What follows belongs to an exercise in optimizing a design on an open flow for small area, a short achievable clock period and few clock cycles per item; a production flow would make more cautious choices.
RTL that was checked went through simulation tests only; none was proved equivalent to the original.
Power figures rest on the tool's default switching activity, not on a simulated workload.

## v35
==> flow/design.v <==
`default_nettype none
package fsc_pkg;
  localparam int HALF_W          = 16;
  localparam int KEY_BANK_W      = 64;
  localparam int ROUND_COUNT_DEF = 9;
  localparam int CFG_INDEX_W = 2;
  localparam int CFG_DATA_W  = KEY_BANK_W;
  localparam logic [63:0] SBOX = 64'h2174_8fe3_da09_b65c;
  localparam logic [63:0] PERM_DEST = 64'h5ae0_b61c_f287_39d4;
  function automatic logic [HALF_W-1:0] round_fn(input logic [HALF_W-1:0] x);
    logic [HALF_W-1:0] w;
    logic [HALF_W-1:0] z;
    for (int i = 0; i < 4; i++) begin
      w[4*i +: 4] = SBOX[4*x[4*i +: 4] +: 4];
    end
    z = '0;
    for (int i = 0; i < HALF_W; i++) begin
      z[PERM_DEST[4*i +: 4]] = w[HALF_W-1-i];
    end
    round_fn = z;
  endfunction
endpackage
`default_nettype wire
`default_nettype none
module fsc_round_pipe (
  input  wire logic [fsc_pkg::HALF_W-1:0] l_in,
  input  wire logic [fsc_pkg::HALF_W-1:0] t_in,
  input  wire logic [fsc_pkg::HALF_W-1:0] key,
  input  wire logic [fsc_pkg::HALF_W-1:0] key_nxt,
  output logic      [fsc_pkg::HALF_W-1:0] l_out,
  output logic      [fsc_pkg::HALF_W-1:0] t_out
);
  assign l_out = t_in ^ key;
  assign t_out = (l_in ^ key_nxt) ^ fsc_pkg::round_fn(t_in);
endmodule
`default_nettype wire
`default_nettype none
`default_nettype wire
`default_nettype none
module fsc_accum (
  input  wire logic                        clk,
  input  wire logic                        rst_n,
  input  wire logic                        ld,
  input  wire logic                        first,
  input  wire logic                        last,
  input  wire logic [fsc_pkg::HALF_W-1:0]  l8,
  input  wire logic [fsc_pkg::HALF_W-1:0]  t9,
  input  wire logic [fsc_pkg::HALF_W-1:0]  key,
  output logic [fsc_pkg::HALF_W-1:0]       out_cipher_left,
  output logic [fsc_pkg::HALF_W-1:0]       out_cipher_right,
  output logic [fsc_pkg::HALF_W-1:0]       out_xor_sum_left_out,
  output logic [fsc_pkg::HALF_W-1:0]       out_xor_sum_right_out,
  output logic [fsc_pkg::HALF_W-1:0]       out_sticky_left_out,
  output logic [fsc_pkg::HALF_W-1:0]       out_sticky_right_out
);
  logic [fsc_pkg::HALF_W-1:0] xs_l, xs_r, sk_l, sk_r, cl, cr;
  logic [fsc_pkg::HALF_W-1:0] r8, f, base_r, xs_l_nxt, xs_r_nxt;
  assign r8       = t9 ^ key;
  assign f        = fsc_pkg::round_fn(t9);
  assign base_r   = (first ? '0 : xs_r) ^ l8;
  assign xs_l_nxt = (first ? '0 : xs_l) ^ r8;
  assign xs_r_nxt = base_r ^ f;
  always_ff @(posedge clk) begin
    if (!rst_n) begin
      xs_l <= '0;
      xs_r <= '0;
      sk_l <= '0;
      sk_r <= '0;
    end else if (ld) begin
      xs_l <= xs_l_nxt;
      xs_r <= xs_r_nxt;
      sk_l <= sk_l | ({fsc_pkg::HALF_W{last}} & xs_l_nxt);
      sk_r <= sk_r | ({fsc_pkg::HALF_W{last}} & xs_r_nxt);
    end
  end
  always_ff @(posedge clk) begin
    if (ld) begin
      cl <= r8;
      cr <= l8 ^ f;
    end
  end
  assign out_cipher_left       = cl;
  assign out_cipher_right      = cr;
  assign out_xor_sum_left_out  = xs_l;
  assign out_xor_sum_right_out = xs_r;
  assign out_sticky_left_out   = sk_l;
  assign out_sticky_right_out  = sk_r;
endmodule
`default_nettype wire
`default_nettype none
module feistel_sbox_cipher_integral_sum #(
  parameter int ROUND_COUNT = fsc_pkg::ROUND_COUNT_DEF,
  parameter logic [8:0] CUTS = 9'b1_0101_0101
) (
  input  wire logic                              clk,
  input  wire logic                              rst_n,
  input  wire logic                              cfg_wr_en,
  input  wire logic [fsc_pkg::CFG_INDEX_W-1:0]   cfg_index,
  input  wire logic [fsc_pkg::CFG_DATA_W-1:0]    cfg_wdata,
  input  wire logic                              in_valid,
  output logic                                   in_stall,
  input  wire logic [fsc_pkg::HALF_W-1:0]        in_plain_left,
  input  wire logic [fsc_pkg::HALF_W-1:0]        in_plain_right,
  input  wire logic                              in_first_of_set,
  input  wire logic                              in_last_of_set,
  output logic                                   out_valid,
  input  wire logic                              out_stall,
  output logic [fsc_pkg::HALF_W-1:0]             out_cipher_left,
  output logic [fsc_pkg::HALF_W-1:0]             out_cipher_right,
  output logic [fsc_pkg::HALF_W-1:0]             out_xor_sum_left_out,
  output logic [fsc_pkg::HALF_W-1:0]             out_xor_sum_right_out,
  output logic [fsc_pkg::HALF_W-1:0]             out_sticky_left_out,
  output logic [fsc_pkg::HALF_W-1:0]             out_sticky_right_out
);
  localparam int W = fsc_pkg::HALF_W;
  logic [63:0] k14, k58;
  logic [W-1:0] k9;
  logic [W-1:0] subkey [1:9];
  logic [63:0] kd;
  assign kd = cfg_wdata & {64{rst_n}};
  always_ff @(posedge clk) begin
    if (!rst_n || (cfg_wr_en && cfg_index == 2'd0)) k14 <= kd;
    if (!rst_n || (cfg_wr_en && cfg_index == 2'd1)) k58 <= kd;
    if (!rst_n || (cfg_wr_en && cfg_index == 2'd2)) k9  <= kd[W-1:0];
  end
  for (genvar k = 1; k <= 4; k++) begin : g_k14
    assign subkey[k]   = k14[W*(k-1) +: W];
    assign subkey[k+4] = k58[W*(k-1) +: W];
  end
  assign subkey[9]  = k9;
  logic adv;
  logic out_valid_r;
  assign adv = !(out_valid_r && out_stall);
  logic         skid_v;
  logic [W-1:0] skid_l, skid_r;
  logic         skid_f, skid_t;
  logic         stall_q;
  assign in_stall = stall_q;
  always_ff @(posedge clk) begin
    if (!rst_n) begin
      skid_v  <= 1'b0;
      stall_q <= 1'b0;
    end else begin
      skid_v  <= !adv && (skid_v || in_valid);
      stall_q <= !adv && (stall_q || in_valid);
    end
  end
  always_ff @(posedge clk) begin
    if (!skid_v) begin
      skid_l <= in_plain_left;
      skid_r <= in_plain_right;
      skid_f <= in_first_of_set;
      skid_t <= in_last_of_set;
    end
  end
  logic [W-1:0] a_l [0:8];
  logic [W-1:0] a_r [0:8];
  logic         a_f [0:8];
  logic         a_t [0:8];
  logic         a_v [0:8];
  logic [W-1:0] b_l [0:8];
  logic [W-1:0] b_r [0:8];
  logic         b_f [0:8];
  logic         b_t [0:8];
  logic         b_v [0:8];
  assign a_l[0] = skid_v ? skid_l : in_plain_left;
  assign a_r[0] = (skid_v ? skid_r : in_plain_right) ^ subkey[1];
  assign a_f[0] = skid_v ? skid_f : in_first_of_set;
  assign a_t[0] = skid_v ? skid_t : in_last_of_set;
  assign a_v[0] = skid_v || in_valid;
  for (genvar k = 0; k <= 8; k++) begin : g_stage
    if (CUTS[k]) begin : g_reg
      logic [W-1:0] l_q, r_q;
      logic         f_q, t_q, v_q;
      always_ff @(posedge clk) begin
        if (adv) begin
          l_q <= a_l[k];
          r_q <= a_r[k];
          f_q <= a_f[k];
          t_q <= a_t[k];
        end
      end
      always_ff @(posedge clk) begin
        if (!rst_n) v_q <= 1'b0;
        else if (adv) v_q <= a_v[k];
      end
      assign b_l[k] = l_q;
      assign b_r[k] = r_q;
      assign b_f[k] = f_q;
      assign b_t[k] = t_q;
      assign b_v[k] = v_q;
    end else begin : g_wire
      assign b_l[k] = a_l[k];
      assign b_r[k] = a_r[k];
      assign b_f[k] = a_f[k];
      assign b_t[k] = a_t[k];
      assign b_v[k] = a_v[k];
    end
    if (k < 8) begin : g_round
      fsc_round_pipe u_round (
        .l_in    (b_l[k]),
        .t_in    (b_r[k]),
        .key     (subkey[k+1]),
        .key_nxt (subkey[k+2 > 9 ? 9 : k+2]),
        .l_out   (a_l[k+1]),
        .t_out   (a_r[k+1])
      );
      assign a_f[k+1] = b_f[k];
      assign a_t[k+1] = b_t[k];
      assign a_v[k+1] = b_v[k];
    end
  end
  always_ff @(posedge clk) begin
    if (!rst_n) out_valid_r <= 1'b0;
    else if (adv) out_valid_r <= b_v[8];
  end
  assign out_valid = out_valid_r;
  fsc_accum u_accum (
    .clk                   (clk),
    .rst_n                 (rst_n),
    .ld                    (adv && b_v[8]),
    .first                 (b_f[8]),
    .last                  (b_t[8]),
    .l8                    (b_l[8]),
    .t9                    (b_r[8]),
    .key                   (subkey[9]),
    .out_cipher_left       (out_cipher_left),
    .out_cipher_right      (out_cipher_right),
    .out_xor_sum_left_out  (out_xor_sum_left_out),
    .out_xor_sum_right_out (out_xor_sum_right_out),
    .out_sticky_left_out   (out_sticky_left_out),
    .out_sticky_right_out  (out_sticky_right_out)
  );
endmodule
`default_nettype wire
export LEC_CHECK = 0
export ABC_AREA = 1
export CAP_MARGIN = 20
export CORE_MARGIN = 2
export CORE_UTILIZATION = 40
export SLEW_MARGIN = 20
create_clock -name core_clock -period 5.0 [get_ports {clk}]
run.sh (not shown) runs the stock make flow with config.mk's settings and CLKGATE_MAP_FILE= SYNTH_SCRIPT=/design/flow/synth_recipe.tcl, a recipe that flattens the netlist after the stock synthesis.
#### Input delta (v19 over v35)
--- a/flow/design.v
+++ b/flow/design.v
@@ -23,16 +23,15 @@
 `default_nettype wire
 `default_nettype none
 module fsc_round_pipe (
   input  wire logic [fsc_pkg::HALF_W-1:0] l_in,
-  input  wire logic [fsc_pkg::HALF_W-1:0] t_in,
+  input  wire logic [fsc_pkg::HALF_W-1:0] r_in,
   input  wire logic [fsc_pkg::HALF_W-1:0] key,
-  input  wire logic [fsc_pkg::HALF_W-1:0] key_nxt,
   output logic      [fsc_pkg::HALF_W-1:0] l_out,
-  output logic      [fsc_pkg::HALF_W-1:0] t_out
+  output logic      [fsc_pkg::HALF_W-1:0] r_out
 );
-  assign l_out = t_in ^ key;
-  assign t_out = (l_in ^ key_nxt) ^ fsc_pkg::round_fn(t_in);
+  assign l_out = r_in;
+  assign r_out = l_in ^ fsc_pkg::round_fn(r_in ^ key);
 endmodule
 `default_nettype wire
 `default_nettype none
 `default_nettype wire
@@ -43,9 +42,9 @@
   input  wire logic                        ld,
   input  wire logic                        first,
   input  wire logic                        last,
   input  wire logic [fsc_pkg::HALF_W-1:0]  l8,
-  input  wire logic [fsc_pkg::HALF_W-1:0]  t9,
+  input  wire logic [fsc_pkg::HALF_W-1:0]  r8,
   input  wire logic [fsc_pkg::HALF_W-1:0]  key,
   output logic [fsc_pkg::HALF_W-1:0]       out_cipher_left,
   output logic [fsc_pkg::HALF_W-1:0]       out_cipher_right,
   output logic [fsc_pkg::HALF_W-1:0]       out_xor_sum_left_out,
@@ -53,11 +52,10 @@
   output logic [fsc_pkg::HALF_W-1:0]       out_sticky_left_out,
   output logic [fsc_pkg::HALF_W-1:0]       out_sticky_right_out
 );
   logic [fsc_pkg::HALF_W-1:0] xs_l, xs_r, sk_l, sk_r, cl, cr;
-  logic [fsc_pkg::HALF_W-1:0] r8, f, base_r, xs_l_nxt, xs_r_nxt;
-  assign r8       = t9 ^ key;
-  assign f        = fsc_pkg::round_fn(t9);
+  logic [fsc_pkg::HALF_W-1:0] f, base_r, xs_l_nxt, xs_r_nxt;
+  assign f        = fsc_pkg::round_fn(r8 ^ key);
   assign base_r   = (first ? '0 : xs_r) ^ l8;
   assign xs_l_nxt = (first ? '0 : xs_l) ^ r8;
   assign xs_r_nxt = base_r ^ f;
   always_ff @(posedge clk) begin
@@ -126,25 +124,19 @@
   for (genvar k = 1; k <= 4; k++) begin : g_k14
     assign subkey[k]   = k14[W*(k-1) +: W];
     assign subkey[k+4] = k58[W*(k-1) +: W];
   end
-  assign subkey[9]  = k9;
+  assign subkey[9] = k9;
   logic adv;
   logic out_valid_r;
   assign adv = !(out_valid_r && out_stall);
   logic         skid_v;
   logic [W-1:0] skid_l, skid_r;
   logic         skid_f, skid_t;
-  logic         stall_q;
-  assign in_stall = stall_q;
-  always_ff @(posedge clk) begin
-    if (!rst_n) begin
-      skid_v  <= 1'b0;
-      stall_q <= 1'b0;
-    end else begin
-      skid_v  <= !adv && (skid_v || in_valid);
-      stall_q <= !adv && (stall_q || in_valid);
-    end
+  assign in_stall = skid_v;
+  always_ff @(posedge clk) begin
+    if (!rst_n) skid_v <= 1'b0;
+    else        skid_v <= !adv && (skid_v || in_valid);
   end
   always_ff @(posedge clk) begin
     if (!skid_v) begin
       skid_l <= in_plain_left;
@@ -163,9 +155,9 @@
   logic         b_f [0:8];
   logic         b_t [0:8];
   logic         b_v [0:8];
   assign a_l[0] = skid_v ? skid_l : in_plain_left;
-  assign a_r[0] = (skid_v ? skid_r : in_plain_right) ^ subkey[1];
+  assign a_r[0] = skid_v ? skid_r : in_plain_right;
   assign a_f[0] = skid_v ? skid_f : in_first_of_set;
   assign a_t[0] = skid_v ? skid_t : in_last_of_set;
   assign a_v[0] = skid_v || in_valid;
   for (genvar k = 0; k <= 8; k++) begin : g_stage
@@ -197,14 +189,13 @@
       assign b_v[k] = a_v[k];
     end
     if (k < 8) begin : g_round
       fsc_round_pipe u_round (
-        .l_in    (b_l[k]),
-        .t_in    (b_r[k]),
-        .key     (subkey[k+1]),
-        .key_nxt (subkey[k+2 > 9 ? 9 : k+2]),
-        .l_out   (a_l[k+1]),
-        .t_out   (a_r[k+1])
+        .l_in  (b_l[k]),
+        .r_in  (b_r[k]),
+        .key   (subkey[k+1]),
+        .l_out (a_l[k+1]),
+        .r_out (a_r[k+1])
       );
       assign a_f[k+1] = b_f[k];
       assign a_t[k+1] = b_t[k];
       assign a_v[k+1] = b_v[k];
@@ -221,9 +212,9 @@
     .ld                    (adv && b_v[8]),
     .first                 (b_f[8]),
     .last                  (b_t[8]),
     .l8                    (b_l[8]),
-    .t9                    (b_r[8]),
+    .r8                    (b_r[8]),
     .key                   (subkey[9]),
     .out_cipher_left       (out_cipher_left),
     .out_cipher_right      (out_cipher_right),
     .out_xor_sum_left_out  (out_xor_sum_left_out),
Notes after the runs:
v19 has completed all stages; timing, DRC and antenna checks passed.
Going from v35 to v19, number of filler cells placed in the layout grows by 126.
Diff v35..v19 | post-synthesis async set-or-reset flop share | unchanged
Comparing v35 and v19, the higher global-route wire length before repair was measured on v19.
From v35 to v19 the numbers moved as follows: fraction of the cycle the final worst path needs shows an increase of 3.9 points; final cell count shows an increase of 317; endpoint required time on the critical path shows a reduction of 1.51 ns; fmax shows a reduction of about 6.5%; arrival time of data at the critical path endpoint shows a reduction of 1.31 ns.
Relative to v35, total length of routed met2 wires has increased by 2500 um in v19.
Area of combinational cells with multiple inputs delta for v19 relative to v35: 310 um2 higher
v35 -> v19: final estimated routing congestion in global placement decreased slightly
In v19 the power turned out about 8% lower than in v35.
Testbench counts of v19, summed over its fixed seeds: cycles 9,648, items 9,600.
Function not checked in v35: the RTL went through the layout flow alone.

## what the ideal ports hide
No port has a modelled driver above. Below, the same layouts with a new extraction and two added sets of constraints. Step 1: set_driving_cell puts a clkbuf_16 on clk and a buf_2 on each other input, an assumption about the parent block. Step 2, shift: input delay + t, output delay - t, t = (earliest + latest rising clock arrival at the registers) / 2. This alone moves slack from input paths to output paths. Slacks: ideal / step 1 / step 2; pairs: ideal / step 1.
run	t (ns)	setup slack, ns	worst setup path at the end	latest minus earliest clock arrival (ns)	slew at the worst register clock pin (ns)
v35	0.649	2.160 / 2.200 / 1.552	input to register	0.023 / 0.023	0.06 / 0.06
v19	0.646	1.964 / 1.903 / 1.553	input to register	0.018 / 0.018	0.06 / 0.06
After both steps every run listed still meets setup and hold. For v35, which loses most, drivers alone change the setup slack by +0.040 ns; drivers and shift together by -0.608 ns.
